From an optimization exercise on the open Yosys and OpenROAD flow, aimed at small area, a short achievable clock period and few clock cycles; shortcuts taken in it are not production practice.
Where RTL was checked, it was by simulation tests only, not by an equivalence proof against the original.
No activity file was given, so power comes from the tool's default toggle rates.

==> flow/design.v <==
module inst_cache #(
  parameter int unsigned INC_BITS = 6
) (
  input  logic        clk,
  input  logic        rst,
  input  logic [15:0] instAddr,
  output logic        hit,
  output logic [15:0] instruction,
  output logic        memReq,
  output logic [15:0] memAddr,
  input  logic [15:0] memData,
  input  logic        memReady
);
  logic [15:0] memAddr_q;
  logic [3:0]  valid_q;
  logic [13:0] lineTag_q;
  logic [15:0] lineData [4];
  logic        cacheHit, fwdHit, fill;
  logic [15:0] nextAddr;
  assign cacheHit    = valid_q[instAddr[1:0]] && (lineTag_q == instAddr[15:2]);
  assign fwdHit      = !rst && memReady && (memAddr_q == instAddr);
  assign fill        = !rst && memReady;
  assign hit         = cacheHit || fwdHit;
  assign instruction = cacheHit ? lineData[instAddr[1:0]] : memData;
  assign memReq      = !rst;
  assign memAddr     = memAddr_q;
  assign nextAddr    = {memAddr_q[15:INC_BITS], memAddr_q[INC_BITS-1:0] + 1'b1};
  always_ff @(posedge clk) begin
    if (!hit)      memAddr_q <= instAddr;
    else if (fill) memAddr_q <= nextAddr;
  end
  always_ff @(posedge clk or posedge rst) begin
    if (rst) begin
      valid_q <= '0;
    end else if (fill) begin
      if (lineTag_q != memAddr_q[15:2]) valid_q <= 4'b0001 << memAddr_q[1:0];
      else                              valid_q[memAddr_q[1:0]] <= 1'b1;
    end
  end
  always_ff @(posedge clk) begin
    if (fill) begin
      lineTag_q                 <= memAddr_q[15:2];
      lineData[memAddr_q[1:0]] <= memData;
    end
  end
endmodule
clock: 5.5 ns
lec_check: 0
cap_margin: 20
core_area: 3 3 97 97
die_area: 0 0 100 100
slew_margin: 20
standard.sh (not shown) runs the stock make flow with config.mk's settings and CLKGATE_MAP_FILE= SYNTH_SCRIPT=/design/flow/synth_recipe.tcl, a recipe that flattens the netlist after the stock synthesis.
==> flow/flow/run.sh <==
#!/bin/bash
# Standard ORFS layout, with the port buffers inserted as the smallest plain
# buffer (sky130_fd_sc_hd__buf_1) so the resizer can size them like any other
# buffer.  make's full output goes to flow_make.log; ORFS's per-step logs stay
# under orfs/logs.
set -euo pipefail
bash standard.sh "BUFFER_PORTS_ARGS=-buffer_cell sky130_fd_sc_hd__buf_1" finish > flow_make.log 2>&1
Then changed:
--- a/flow/design.v
+++ b/flow/design.v
@@ -1,4 +1,4 @@
 module inst_cache #(
-  parameter int unsigned INC_BITS = 6
+  parameter int unsigned INC_BITS = 4
 ) (
   input  logic        clk,
Result:
- count of clock-buffer cells in the layout stays the same
- sequential power barely changes
- routed wire length goes down by 6.2%
- setup slack gets worse by 0.17 ns
- flip-flop and latch count does not change
- clock power goes up by about 2%
- critical path depth stays the same
- design area goes down by 2.3%
- register-to-register slack gets worse by 0.08 ns
- worst hold slack gets worse by 0.0040 ns
- via count goes down by 8.8%
- power goes up by 0.53%
- non-clock buffer count goes up by 1
Function was not checked in any run of this note: the RTL went through the layout flow alone.


inst_cache, a different RTL version from the one above (not shown whole).
Size in the first run: roughly 66 cells after synthesis, roughly 17 flip-flops, roughly 69 I/O pins.
==> module inst_cache, before the edit <==
module inst_cache #(
  parameter int unsigned INC_BITS = 5
) (
  input  logic        clk,
  input  logic        rst,
  input  logic [15:0] instAddr,
  output logic        hit,
  output logic [15:0] instruction,
  output logic        memReq,
  output logic [15:0] memAddr,
  input  logic [15:0] memData,
  input  logic        memReady
);
  logic        act_q;       
  logic [15:0] memAddr_q;
  logic [15:0] same;        
  logic [3:0]  nibNe;       
  logic        notReady;    
  logic        loHit, hiSame;
  ic_xnor16 u_same (.a(memAddr_q), .b(instAddr), .y(same));
  ic_nand4  u_ne0  (.a(same[3:0]),   .y(nibNe[0]));
  ic_nand4  u_ne1  (.a(same[7:4]),   .y(nibNe[1]));
  ic_nand4  u_ne2  (.a(same[11:8]),  .y(nibNe[2]));
  ic_nand4  u_ne3  (.a(same[15:12]), .y(nibNe[3]));
  ic_nand2  u_nrdy (.a(act_q), .b(memReady), .y(notReady));
  ic_nor3   u_lo   (.a(nibNe[0]), .b(nibNe[1]), .c(notReady), .y(loHit));
  ic_nor2   u_hi   (.a(nibNe[2]), .b(nibNe[3]), .y(hiSame));
  ic_and2   u_hit  (.a(loHit), .b(hiSame), .y(hit));
  assign instruction = memData;
  assign memReq      = act_q;
  assign memAddr     = memAddr_q;
  always_ff @(posedge clk or posedge rst) begin
    if (rst) act_q <= 1'b0;
    else     act_q <= 1'b1;
  end
  always_ff @(posedge clk) begin
    memAddr_q <= {instAddr[15:INC_BITS], instAddr[INC_BITS-1:0] + INC_BITS'(hit)};
  end
endmodule
Settings: LEC_CHECK=0, CAP_MARGIN=20, CORE_AREA=3 3 87 87, CTS_BUF_LIST=sky130_fd_sc_hd__clkbuf_4, DIE_AREA=0 0 90 90, SETUP_SLACK_MARGIN=2.3, SLEW_MARGIN=20, SYNTH_HIERARCHICAL=1, SYNTH_MINIMUM_KEEP_SIZE=0; clock period 5.5 ns.
Scripts as last shown in full above: flow/flow/run.sh
The baseline completed with no timing, DRC or antenna violations.
==> next run, changes <==
--- a/flow/design.v
+++ b/flow/design.v
@@ -1,4 +1,4 @@
 module inst_cache #(
-  parameter int unsigned INC_BITS = 5
+  parameter int unsigned INC_BITS = 6
 ) (
   input  logic        clk,
Outcome: The new run ran to the end with no violations. Worst hold slack is better by 11 ps. Final cell count increases by about 0.54%. Sequential share of layout area is lower by 0.77 points. Setup slack loses 18 ps. Register-to-register slack improves by 130 ps. Synthesized cell count goes up by about 3%. Synthesized area increases by 3.5%.
Testbench counts after the change, summed over its fixed seeds: cycles 33,817.
Function not checked in the first run of this note: the RTL went through the layout flow alone.


## run 1
inst_cache, a different RTL version from the one above (not shown whole).
For scale: ~66 cells after synthesis, ~16 flip-flops, roughly 69 I/O pins, ~720 um^2 of cells after synthesis.
==> module inst_cache, before the edit <==
module inst_cache #(
  parameter int unsigned INC_BITS = 6
) (
  input  logic        clk,
  input  logic        rst,
  input  logic [15:0] instAddr,
  output logic        hit,
  output logic [15:0] instruction,
  output logic        memReq,
  output logic [15:0] memAddr,
  input  logic [15:0] memData,
  input  logic        memReady
);
  logic [15:0] memAddr_q;
  logic [15:0] same;        
  logic [3:0]  nibNe;       
  logic        notReady;    
  logic        loHit, hiSame;
  ic_xnor16 u_same (.a(memAddr_q), .b(instAddr), .y(same));
  ic_nand4  u_ne0  (.a(same[3:0]),   .y(nibNe[0]));
  ic_nand4  u_ne1  (.a(same[7:4]),   .y(nibNe[1]));
  ic_nand4  u_ne2  (.a(same[11:8]),  .y(nibNe[2]));
  ic_nand4  u_ne3  (.a(same[15:12]), .y(nibNe[3]));
  ic_nrdy   u_nrdy (.rst(rst), .ready(memReady), .y(notReady));
  ic_nor3   u_lo   (.a(nibNe[0]), .b(nibNe[1]), .c(notReady), .y(loHit));
  ic_nor2   u_hi   (.a(nibNe[2]), .b(nibNe[3]), .y(hiSame));
  ic_and2   u_hit  (.a(loHit), .b(hiSame), .y(hit));
  assign instruction = memData;
  assign memReq      = !rst;
  assign memAddr     = memAddr_q;
  always_ff @(posedge clk) begin
    memAddr_q <= {instAddr[15:INC_BITS], instAddr[INC_BITS-1:0] + INC_BITS'(hit)};
  end
endmodule
==> module ic_nrdy, before the edit <==
module ic_nrdy (
  input  logic rst,
  input  logic ready,
  output logic y
);
  assign y = rst | ~ready;
endmodule
export LEC_CHECK = 0
export CAP_MARGIN = 20
export CORE_AREA = 3 3 87 87
export CTS_BUF_LIST = sky130_fd_sc_hd__clkbuf_4
export DIE_AREA = 0 0 90 90
export SETUP_SLACK_MARGIN = 2.3
export SLEW_MARGIN = 20
export SYNTH_HIERARCHICAL = 1
export SYNTH_MINIMUM_KEEP_SIZE = 0
create_clock -name core_clock -period 5.5 [get_ports {clk}]
Scripts as last shown in full above: flow/flow/run.sh
Testbench counts of run 1, summed over its fixed seeds: cycles 33,817.
What run 2 does differently from run 1 at the input level:
==> flow/design.v, changed modules only <==
module inst_cache #(
  parameter int unsigned INC_BITS = 7
) (
  input  logic        clk,
  input  logic        rst,
  input  logic [15:0] instAddr,
  output logic        hit,
  output logic [15:0] instruction,
  output logic        memReq,
  output logic [15:0] memAddr,
  input  logic [15:0] memData,
  input  logic        memReady
);
  logic        act_q;       
  logic [15:0] memAddr_q;
  logic [15:0] same;        
  logic [3:0]  nibNe;       
  logic        notReady;    
  logic        loHit, hiSame;
  ic_xnor16 u_same (.a(memAddr_q), .b(instAddr), .y(same));
  ic_nand4  u_ne0  (.a(same[3:0]),   .y(nibNe[0]));
  ic_nand4  u_ne1  (.a(same[7:4]),   .y(nibNe[1]));
  ic_nand4  u_ne2  (.a(same[11:8]),  .y(nibNe[2]));
  ic_nand4  u_ne3  (.a(same[15:12]), .y(nibNe[3]));
  ic_nand2  u_nrdy (.a(act_q), .b(memReady), .y(notReady));
  ic_nor3   u_lo   (.a(nibNe[0]), .b(nibNe[1]), .c(notReady), .y(loHit));
  ic_nor2   u_hi   (.a(nibNe[2]), .b(nibNe[3]), .y(hiSame));
  ic_and2   u_hit  (.a(loHit), .b(hiSame), .y(hit));
  assign instruction = memData;
  assign memReq      = act_q;
  assign memAddr     = memAddr_q;
  always_ff @(posedge clk or posedge rst) begin
    if (rst) act_q <= 1'b0;
    else     act_q <= 1'b1;
  end
  always_ff @(posedge clk) begin
    memAddr_q <= {instAddr[15:INC_BITS], instAddr[INC_BITS-1:0] + INC_BITS'(hit)};
  end
endmodule
module ic_nand2 (
  input  logic a,
  input  logic b,
  output logic y
);
  assign y = ~(a & b);
endmodule
// module ic_nrdy removed
==> notes.md <==
Diff run 1 and run 2: number of flip-flops and latches higher in run 2. Result for run 1 and run 2: all clean. When the final numbers for run 1 and run 2 were put side by side, the met3 routing resource usage after global routing turned out to be greater in run 1. The run showing the greater final cell area excluding filler cells is run 2. Changes observed in run 2 relative to run 1: clock tree cell share of total cell area increased by 0.64 points relative to the old numbers; post-synthesis simple-gate area fraction increased by 0.49 points relative to the old numbers; switching part of the total increased by 0.88 points relative to the old numbers; number of synthesized register bits increased by 1 relative to the old numbers. Run 2 does better than run 1 on worst setup slack. Compared with run 1, run 2 shows a higher total area of sequential cells. On clock-buffer cell count: between run 1 and run 2, it ends up lower for run 1. Relative to run 1, run 2 degrades wire length after detailed routing.
The RTL of run 2 was laid out without a check of its function.

-- re-timing with driven ports --
No port has a modelled driver above. Below, the same layouts with a new extraction and two added sets of constraints.
Step 1 (the two cells are an assumption about what drives the block):
set clk [get_ports {clk}]
set_driving_cell -lib_cell sky130_fd_sc_hd__clkbuf_16 $clk
set_driving_cell -lib_cell sky130_fd_sc_hd__buf_2 [delete_from_list [all_inputs] $clk]
Step 2 adds t to the input delays and takes it off the output delays; t is the mean of the earliest and latest rising clock arrival at the registers after step 1. Input paths then give back, and output paths get back, about the clock's delay inside the block.
a / b / c = no drivers / after step 1 / after step 2; a / b = the first two.
| run | shift t [ns] | slack for setup (ns) | worst setup path at the end | worst register clock-pin slew, ns |
|---|---|---|---|---|
| the first run of note 1 | 0.391 | 1.488 / 1.455 / 1.455 | input to output | 0.10 / 0.10 |
| the second run of note 1 | 0.385 | 1.317 / 1.275 / 1.275 | input to output | 0.11 / 0.11 |
| the first run of note 2 | 0.314 | 2.399 / 2.374 / 2.374 | input to output | 0.12 / 0.12 |
| the second run of note 2 | 0.307 | 2.381 / 2.359 / 2.359 | input to output | 0.10 / 0.10 |
| run 1 | 0.298 | 2.388 / 2.362 / 2.362 | input to output | 0.09 / 0.09 |
| run 2 | 0.312 | 2.394 / 2.361 / 2.361 | input to output | 0.11 / 0.11 |
After both steps every run listed still meets setup and hold. For the second run of note 1, which loses most, drivers alone change the setup slack by -0.042 ns; drivers and shift together by -0.042 ns.
